Source: an optimization exercise on an open RTL-to-GDS flow (aim: small area). Production flows keep margins and buffers that such runs may drop. In this exercise RTL edits were held to simulation tests only and were not proved equivalent to the original. Power figures rest on the tool's default switching activity, not on a simulated workload.

==> flow/design.v, too long to show whole: its modules and the start of the top module <==
// module fos_tdm_sched: 1078 lines
module fos_tdm_sched #(
    parameter int NCH = 4,
    parameter int DW  = 32,
    parameter int CW  = 11,
    localparam int CHW = $clog2(NCH)
) (
    input  logic              clk,
    input  logic              reset,
    input  logic [NCH-1:0]    in_valid,
    input  logic [NCH*DW-1:0] in_data,
    output logic [NCH-1:0]    in_ready,
    output logic              out_valid,
    output logic [DW-1:0]     out_data,
    output logic [CHW-1:0]    out_ch,
    input  logic              out_ready,
    input  logic              cfg_we,
    input  logic              cfg_clr,
    input  logic [CHW-1:0]    cfg_ch,
    input  logic [CW-1:0]     cfg_a1,
    input  logic [CW-1:0]     cfg_b1
);
  // ...
==> flow/flow/run.sh <==
#!/bin/bash
set -euo pipefail
KNOBS=(
  "BUFFER_PORTS_ARGS=-buffer_cell sky130_fd_sc_hd__buf_1"
  "CTS_ARGS=-sink_clustering_enable -repair_clock_nets -dont_use_dummy_load -sink_clustering_size 24 -sink_clustering_max_diameter 150 -buf_list {sky130_fd_sc_hd__clkbuf_8 sky130_fd_sc_hd__clkbuf_16}"
)
bash standard.sh "${KNOBS[@]}" synth > standard_synth.log 2>&1

RES=orfs/results/sky130hd/fos_tdm_sched/base
LIB=$FLOW_HOME/platforms/sky130hd/lib/sky130_fd_sc_hd__tt_025C_1v80.lib
YOSYS=$FLOW_HOME/../tools/install/yosys/bin/yosys
[[ -x $YOSYS ]] || YOSYS=yosys
cp $RES/1_2_yosys.v $RES/1_2_yosys_standard.v
cat > resyn.ys <<EOF
read_liberty -ignore_miss_func $LIB
read_verilog $RES/1_2_yosys_standard.v
hierarchy -top $FLOW_TOP
setattr -mod -set blackbox 1 sky130_fd_sc_hd__fa_1 sky130_fd_sc_hd__ha_1 sky130_fd_sc_hd__edfxtp_1 sky130_fd_sc_hd__dfxtp_1 sky130_fd_sc_hd__conb_1
flatten
delete t:\$scopeinfo
opt_clean
abc -liberty $LIB -dont_use *lpflow* -dont_use *probe* -D 8000 -script +strash;dch;amap;topo;stime,-c;buffer,-c;upsize,-c;dnsize,-c
opt_clean
hilomap -singleton -hicell sky130_fd_sc_hd__conb_1 HI -locell sky130_fd_sc_hd__conb_1 LO
setundef -zero
splitnets
opt_clean -purge
stat -liberty $LIB
write_verilog -noattr -nohex -nodec $RES/1_2_yosys.v
EOF
$YOSYS -l resyn.log resyn.ys > /dev/null 2>&1
rm -f $RES/1_synth.odb $RES/1_synth.sdc
bash standard.sh "${KNOBS[@]}" finish > standard.log 2>&1
==> flow/standard.sh <==
#!/bin/bash
# synth_recipe.tcl (not shown) runs the flow's synth.tcl, then flattens the netlist and writes it again
# the make line also repeats each setting of config.mk as NAME=value (left out here)
make -C /OpenROAD-flow-scripts/flow DESIGN_CONFIG=/design/flow/config.mk WORK_HOME=/design/flow/orfs CLKGATE_MAP_FILE= SYNTH_SCRIPT=/design/flow/synth_recipe.tcl "${@:-finish}"
==> flow/config.mk <==
export PLATFORM = sky130hd
export DESIGN_NAME = fos_tdm_sched
export DESIGN_NICKNAME = fos_tdm_sched
export VERILOG_FILES = /design/flow/design.v
export SDC_FILE = /design/flow/constraint.sdc
export NUM_CORES = 4
export LEC_CHECK = 0
export ABC_AREA = 1
export CAP_MARGIN = 20
export CORE_MARGIN = 2
export CORE_UTILIZATION = 65
export GPL_TIMING_DRIVEN = 1
export PLACE_DENSITY = 0.75
export SLEW_MARGIN = 20
==> flow/constraint.sdc <==
create_clock -name core_clock -period 11.0 [get_ports {clk}]
set_input_delay 2.2000 -clock core_clock [delete_from_list [all_inputs] [get_ports {clk}]]
set_output_delay 2.2000 -clock core_clock [all_outputs]
set_load 0.01 [all_outputs]
==> run summary, run 1 <==
- Routed Antenna Nets: 0
- Clock buf/inv share: ~1.5%
- Period minus WS final: about 10 ns
- CP dominant cell by count: nor2_1
- M1 WL: roughly 32000 um
- CP Launch Type: primary input
- Crit path launch: in_valid[1]
- Final Slew Violations: 0
- Die Wd: between 200 and 250 um
- Final std cells w/o fill: between 3000 and 4000
- Fraction of area in multi-input gates: 51.2%
- Reg2reg start: rr_q[1]
- VDD IR max: between 0.0001 and 0.00015 V
- Final TNS setup: 0 ns
- Status: finished clean
- RSZ-0062 raised after global routing: no
- Int Power: between 0.002 and 0.0025 W
- Slew headroom: approximately 21%
- Most frequent cells in the layout: edfxtp_1, nor2_1, a21oi_1
- Non-clk buf share: between 6 and 7%
- H-tree depth: 1
- Clk pwr share: approximately 20%
- Biggest consumer: sequential cells
- Clock sinks: 357
- Final Setup Violations: 0
- Worst Max-Slew Pin Slew: around 1.2 ns
- NumNets Final: 3241
- WL met3: 13200 um
- Largest regs: xprev_q: 128 flops, yprev_q: 128 flops
- Combinational Power Share: approximately a third
- Max_cap viols: 0
- CORE AREA: between 0.04 and 0.05 mm^2
- Met2 Use GR: between 60 and 70%
- TritonCTS clock tree: done
- Initial antenna violation count: 0
- Slowest CP cell: a221oi_1
- Crit Path Max Fanout: 26
- Inverter count: about 200
- Post-Place Cell Area: approximately 0.029 mm^2
- Sequential Power: roughly 0.0017 W
==> run 2: changes to the inputs <==
--- a/flow/flow/run.sh
+++ b/flow/flow/run.sh
@@ -2,7 +2,7 @@
 set -euo pipefail
 KNOBS=(
   "BUFFER_PORTS_ARGS=-buffer_cell sky130_fd_sc_hd__buf_1"
-  "CTS_ARGS=-sink_clustering_enable -repair_clock_nets -dont_use_dummy_load -sink_clustering_size 24 -sink_clustering_max_diameter 150 -buf_list {sky130_fd_sc_hd__clkbuf_8 sky130_fd_sc_hd__clkbuf_16}"
+  "CTS_ARGS=-sink_clustering_enable -repair_clock_nets -dont_use_dummy_load -sink_clustering_size 30 -sink_clustering_max_diameter 180 -buf_list {sky130_fd_sc_hd__clkbuf_8 sky130_fd_sc_hd__clkbuf_16}"
 )
 bash standard.sh "${KNOBS[@]}" synth > standard_synth.log 2>&1
 
@@ -19,7 +19,7 @@
 flatten
 delete t:\$scopeinfo
 opt_clean
-abc -liberty $LIB -dont_use *lpflow* -dont_use *probe* -D 8000 -script +strash;dch;amap;topo;stime,-c;buffer,-c;upsize,-c;dnsize,-c
+abc -liberty $LIB -dont_use *lpflow* -dont_use *probe* -script +strash;dch;amap;topo
 opt_clean
 hilomap -singleton -hicell sky130_fd_sc_hd__conb_1 HI -locell sky130_fd_sc_hd__conb_1 LO
 setundef -zero
==> run 2 against run 1 <==
Still clean on timing, DRC and antenna. Count of clock-buffer cells in the layout shrank 3. Fmax grew 0.92%. Setup slack better by 0.095 ns. Synthesized cell count fell by 8.3%. Non-clock buffer count decreased by 27. Critical path depth shrank 3. Cell count is 1.3% lower. Sequential share of layout area increased by 0.34 points. Critical path type unchanged. Largest cell class unchanged. Largest power group unchanged.
==> run summary, run 2 <==
- Hpwl dp: 60700 um (was 69500 um)
- CP dominant cell by count: nor2_1 (unchanged)
- Ys Warns: 5 (unchanged)
- VDD IR max: 0.000142 V (was 0.000128 V)
- FP Rows: 73 (was 75)
- CP peak stage delay: 0.66 ns (was 0.86 ns)
- Clock Path Buffers: 3 (unchanged)
- Max_cap viols: 0 (unchanged)
- Total Power: 0.00337 W (was 0.00350 W)
- NumNets Final: 3211 (was 3241)
- Req. time, crit path: 11.33 ns (was 11.35 ns)
- Residual DRC count: 0 (unchanged)
- Slew headroom: 26.4% (was 21.5%)
- Mapped Area: 0.0262 mm^2 (was 0.0272 mm^2)
- Commonest non-fill, non-tap cell in the layout: edfxtp_1 (unchanged)
- Final Cell Area: 0.0294 mm^2 (was 0.0297 mm^2)
- DP Worst Slack: 0.257 ns (was -0.0621 ns)
- H-tree depth: 1 (unchanged)
- Wire per inst: 25.4 um (was 27.8 um)
- Crit Path Max Fanout: 11 (was 26)
- Clock latency on the worst-skew pair: 0.54 ns (was 0.56 ns)
- RePlAce Congestion: 0.997 (was 1.04)
- Period minus WS final: 10.31 ns (was 10.40 ns)
- Fraction of layout cells with a size suffix above 1: 8.01% (was 9.23%)
- Worst hold path class: reg -> reg (unchanged)
- Final Slew Violations: 0 (unchanged)
- Largest regs: xprev_q: 128 flops, yprev_q: 128 flops (unchanged)
- Port Buffers: 199 (unchanged)
- Most frequent cells in the layout: edfxtp_1, nor2_1, a21oi_1 (unchanged)
- Final worst setup slack: 0.690 ns (was 0.596 ns)
- Die Wd: 205 um (was 209 um)
- Initial Util: 65.8% (was 65.4%)
- Final std cells w/o fill: 3249 (was 3292)
- Overflow after GRT: 0 (unchanged)
- CP Buf/Inv Count: 6 (was 8)
- CORE AREA: 0.0397 mm^2 (was 0.0417 mm^2)
- RSZ-0062 raised after global routing: no (unchanged)
- Clock transition at path regs: 0.11 ns (was 0.08 ns)
- Final WL: 82700 um (was 91400 um)
- Final Setup Violations: 0 (unchanged)
- Chip Height: 205 um (was 209 um)
- Placed cells: 3230 (was 3269)
- Initial antenna violation count: 0 (unchanged)
- Total Die Area: 0.0419 mm^2 (was 0.0436 mm^2)
- Synthesized Nets: 2863 (was 3079)
- Clock root buffer master: clkbuf_16 (unchanged)
- P per Cell Area: 115 mW/mm^2 (was 118 mW/mm^2)
- Pleak: 8.50 nW (was 9.39 nW)
- Period utilization: 93.7% (was 94.6%)
- CTS buffer count: 15 (was 18)
- CTS resizes: 0 (unchanged)
- Syn_area_per_cell: 11.0 um^2 (was 10.5 um^2)
- Clock sinks: 357 (unchanged)
- Worst Max-Slew Pin Slew: 1.10 ns (was 1.18 ns)
- Vias/cell: 7.01 (was 7.03)
- Vias in the first global route: 21900 (was 22800)
- CP top delay family: compound AO/OA/AOI/OAI gates (unchanged)
- Crit path DAT: 10.64 ns (was 10.75 ns)
- CP Launch Type: primary input (unchanged)
- Post-Syn Instances: 2377 (was 2593)
- Via count: 22800 (was 23200)
- Synth-to-Final Area Change: 12.5% (was 9.05%)
- Post-Place Cell Area: 0.0290 mm^2 (was 0.0292 mm^2)
- Critical path endpoint category: register (unchanged)
- I/O pin count: 200 (unchanged)
- WS Path Type: in -> reg (unchanged)
- Initial DRC Count: 3362 (was 3733)
- Status: finished clean (unchanged)
- Gr usage total: 40.0% (was 42.2%)
- Hold buffers post-CTS: 0 (unchanged)
- First-pass GRT wire length: 127000 um (was 138000 um)
- Drt pass-1 iters: 9 (was 7)
- Largest net degree at the start of global routing: 62 (was 87)
- Fmax: 97.0 MHz (was 96.1 MHz)
- Final Hold Violating Endpoints: 0 (unchanged)
- Slowest CP cell: nor3_4 (was a221oi_1)
- TritonCTS clock tree: done (unchanged)
- Post-CTS setup buffer count: 0 (unchanged)
- Final Skew: 0.0310 ns (was 0.0451 ns)
- Routed Antenna Nets: 0 (unchanged)
[run 2: tightest hold or removal path: cells and delay by family (launching register included)]
family,cells,cell delay (ns)
compound gates,1,0.06
flops,1,0.34
buf+inv,1,0.04
[run 2: power breakdown]
part / internal [W] / total, W / switching, W
clock: 0.000248 / 0.000635 / 0.000387
combinational: 0.000351 / 0.00108 / 0.000733
sequential: 0.00162 / 0.00165 / 0.0000303
total: 0.00222 / 0.00337 / 0.00115
[run 2: metal layers]
layer / part of all wire [%] / up-vias / global-route usage (%)
met5: 0 / - / 0
met4: 2.8 / 0 / 10.1
li1: - / 9973 / -
met3: 15 / 208 / 11.3
met1: 38 / 10800 / 57.8
met2: 44 / 1758 / 60.3
[run 2: cell type report]
type / count / area, um^2
diodes: 1 / 2.50
clock buffers: 15 / 375
multi-input cells: 1824 / 15300
inverters: 196 / 763
flip-flops and latches: 357 / 10600
fillers: 2823 / 10300
repair buffers: 331 / 1740
well taps: 525 / 657
[run 2: metrics by stage]
step | hold WS (ns) | util [%] | setup TNS (ns)
CTS | 0.490 | 74.0 | 0
detailed placement | 0.472 | 73.1 | 0
global route | 0.525 | 74.1 | 0
finish | 0.488 | 74.1 | 0
floorplan | 0.441 | - | -34.55
global placement | 0.467 | 73.1 | 0
[run 2: worst paths after layout]
path | from | slack (ns) | cells past startpoint | to
worst max-delay path | in_valid[1] | 0.69 | 34 | yprev_q[2][27]
worst min-delay path | hz_q[1] | 0.49 | 2 | hz_q[1]
worst max register to register | rr_q[0] | 1.72 | 34 | yprev_q[2][27]
worst min register to register | hz_q[1] | 0.49 | 2 | hz_q[1]

==> static timing again, ports no longer ideal <==
The flow's constraints put no driver on any port. The routed layouts listed below were extracted and timed again, unchanged, in two steps.
Step 1 (the two cells are an assumption about what drives the block):
set clk [get_ports {clk}]
set_driving_cell -lib_cell sky130_fd_sc_hd__clkbuf_16 $clk
set_driving_cell -lib_cell sky130_fd_sc_hd__buf_2 [delete_from_list [all_inputs] $clk]
Step 2 moves the port delays by t, midway between the first and last clock arrival at a register: inputs arrive t later, outputs are due t later. That takes back most of the time a late clock gives input paths.
a / b / c = ideal / step 1 / step 2; a / b = the first two.
| run | t, ns | setup WS [ns] | worst setup path at the end |
|---|---|---|---|
| run 1 | 0.595 | 0.596 / 0.623 / 0.029 | input to register |
| run 2 | 0.587 | 0.690 / 0.726 / 0.139 | input to register |
After both steps setup and hold are still met in every run listed. For run 1, which loses most, drivers alone change the setup slack by +0.027 ns; drivers and shift together by -0.567 ns.
